What follows belongs to an exercise in optimizing a design on an open flow for small area, a short achievable clock period and few clock cycles per item; a production flow would make more cautious choices. At most, simulation tests tie the RTL to the original design; equivalence was not proved.

## lane 3
Design matrixTpu, start of the top module:
module matrixTpu (
    input  logic         clk,
    input  logic         rst,
    input  logic [13:0]  wrReq,     
    input  logic         start,
    output logic         busy,
    output logic [70:0]  result,    
    output logic         done
);
Settings: LEC_CHECK=0, ABC_CLOCK_PERIOD_IN_PS=2500, CAP_MARGIN=20, CORE_MARGIN=2, CORE_UTILIZATION=40, SETUP_SLACK_MARGIN=2.8, SLEW_MARGIN=20; clock period 5.5 ns.
run.sh (not shown) runs the stock make flow with config.mk's settings and CLKGATE_MAP_FILE= SYNTH_SCRIPT=/design/flow/synth_recipe.tcl, a recipe that flattens the netlist after the stock synthesis.
Lane 3 finished every step from synthesis to the final layout, and the layout passed the timing, design-rule and antenna checks.
diff inputs: lane 3 => lane 2
Settings: a change of CORE_UTILIZATION from 40 to 65; an added CTS_CLUSTER_SIZE of 30; an added CTS_CLUSTER_DIAMETER of 100; an added PLACE_DENSITY of 0.75.
## What came out
Lane 2 against lane 3: setup slack shrank by 0.15 ns.
Taking lane 3 as the reference, in lane 2 total negative setup slack essentially unchanged, HPWL after detailed placement shrank by 230 um.
Global-route wire length before repair on lane 2 is down relative to lane 3.
Function was not checked in any run of this note: the RTL went through the layout flow alone.


Another version of the RTL of matrixTpu (not shown whole).
For scale: ~2600 cells after synthesis, about 90 I/O pins, roughly 0.035 sq mm of cells after synthesis.
// matrixTpu
module matrixTpu (
    input  logic         clk,
    input  logic         rst,
    input  logic [13:0]  wrReq,     
    input  logic         start,
    output logic         busy,
    output logic [70:0]  result,    
    output logic         done
);
export LEC_CHECK = 0
export ABC_CLOCK_PERIOD_IN_PS = 2200
export CAP_MARGIN = 5
export CORE_MARGIN = 2
export CORE_UTILIZATION = 40
export CTS_CLUSTER_DIAMETER = 100
export CTS_CLUSTER_SIZE = 30
export SETUP_SLACK_MARGIN = 3.2
export SLEW_MARGIN = 5
create_clock -name core_clock -period 5.5 [get_ports {clk}]
The first run finished with timing, DRC and antenna clean.
Testbench counts at the start, summed over its fixed seeds: cycles 2,944, jobs 128.
Rerun with:
Settings changed: CAP_MARGIN 5 to 20, CORE_UTILIZATION 40 to 55, SLEW_MARGIN 5 to 20.
Critical path depth came out higher by 2.
Register-to-register slack is worse by 0.04 ns.
Non-clock buffer count went down by 17.
Count of clock-buffer cells in the layout is lower by 1.
Utilization climbs by 18 points.
Hold slack is worse by 0.0040 ns.
Maximum frequency went down by 1.5%.


xenon:
matrixTpu again, from the RTL that the note above started with.
// matrixTpu
module matrixTpu (
    input  logic         clk,
    input  logic         rst,
    input  logic [13:0]  wrReq,     
    input  logic         start,
    output logic         busy,
    output logic [70:0]  result,    
    output logic         done
);
Settings: LEC_CHECK=0, ABC_AREA=1, ABC_CLOCK_PERIOD_IN_PS=2200, CAP_MARGIN=20, CORE_MARGIN=2, CORE_UTILIZATION=40, CTS_CLUSTER_DIAMETER=100, CTS_CLUSTER_SIZE=30, SETUP_SLACK_MARGIN=3.3, SLEW_MARGIN=20; clock period 5.5 ns.
Testbench counts of xenon, summed over its fixed seeds: cycles 2,944, jobs 128.
--- input diff xenon..amber ---
- clearing ABC_AREA, which used to be 1
- swapping 3.3 for 3.6 in SETUP_SLACK_MARGIN
- swapping 2200 for 2000 in ABC_CLOCK_PERIOD_IN_PS
==> comparison <==
Taking xenon as the reference, in amber cell count decreased 563; logic depth of the worst setup path including buffers increased 1.
Inputs modified between amber and willow:
- swapping 3.6 for 3.0 in SETUP_SLACK_MARGIN
- swapping 2000 for 2200 in ABC_CLOCK_PERIOD_IN_PS
Notes after the runs:
Result: PASS for each of amber and willow
A beginning of the critical path of p1fresh is what willow shows, while wc[5] belongs to amber.
Period utilization ends up higher on willow.
Maximum operating frequency, willow vs amber: down slightly
Compared with amber, willow shows a met3 usage that is 0.48 points lower.
### willow -> indigo
- changing SETUP_SLACK_MARGIN from 3.0 to 3.2
- changing CORE_UTILIZATION from 40 to 30
Results
The lower number of buffers created by CTS of willow and indigo is in willow.
Minimum setup slack among reg-to-reg paths improves in indigo relative to willow.
The post-DP HPWL reported for indigo is smaller than that of willow by 510 um.
From willow to indigo the numbers moved as follows: later-pin clock latency in the skew report shrank by 0.05 ns, post-detailed-routing wire length grew by about 0.8%.

## port drivers added, routing unchanged
How much do the figures lean on ideal ports? The routed layouts below were timed once more, with nothing changed but the port constraints.
Step 1 sets driving cells, clkbuf_16 on the clock port and buf_2 on the other inputs (assumed; they add their load-dependent delay and slew).
Step 2, shift: input delay + t, output delay - t, t = (earliest + latest rising clock arrival at the registers) / 2. This alone moves slack from input paths to output paths.
a / b / c = no drivers / after step 1 / after step 2; a / b = the first two.
| run | t, ns | slack for setup (ns) | worst data-port slew with drivers (ns) |
|---|---|---|---|
| lane 3 | 0.722 | 2.839 / 2.791 / 2.174 | 0.07 |
| lane 2 | 0.646 | 2.694 / 2.721 / 2.075 | 0.08 |
| the first run of note 2 | 0.656 | 3.011 / 3.011 / 2.595 | 0.08 |
| the second run of note 2 | 0.645 | 2.973 / 2.973 / 2.585 | 0.03 |
| xenon | 0.643 | 3.046 / 3.046 / 2.752 | 0.08 |
| amber | 0.642 | 2.916 / 2.916 / 2.571 | 0.08 |
| willow | 0.714 | 2.871 / 2.871 / 2.342 | 0.06 |
| indigo | 0.665 | 2.958 / 2.958 / 2.556 | 0.07 |
After both steps every run listed still meets setup and hold. For lane 3, which loses most, drivers alone change the setup slack by -0.048 ns; drivers and shift together by -0.665 ns.
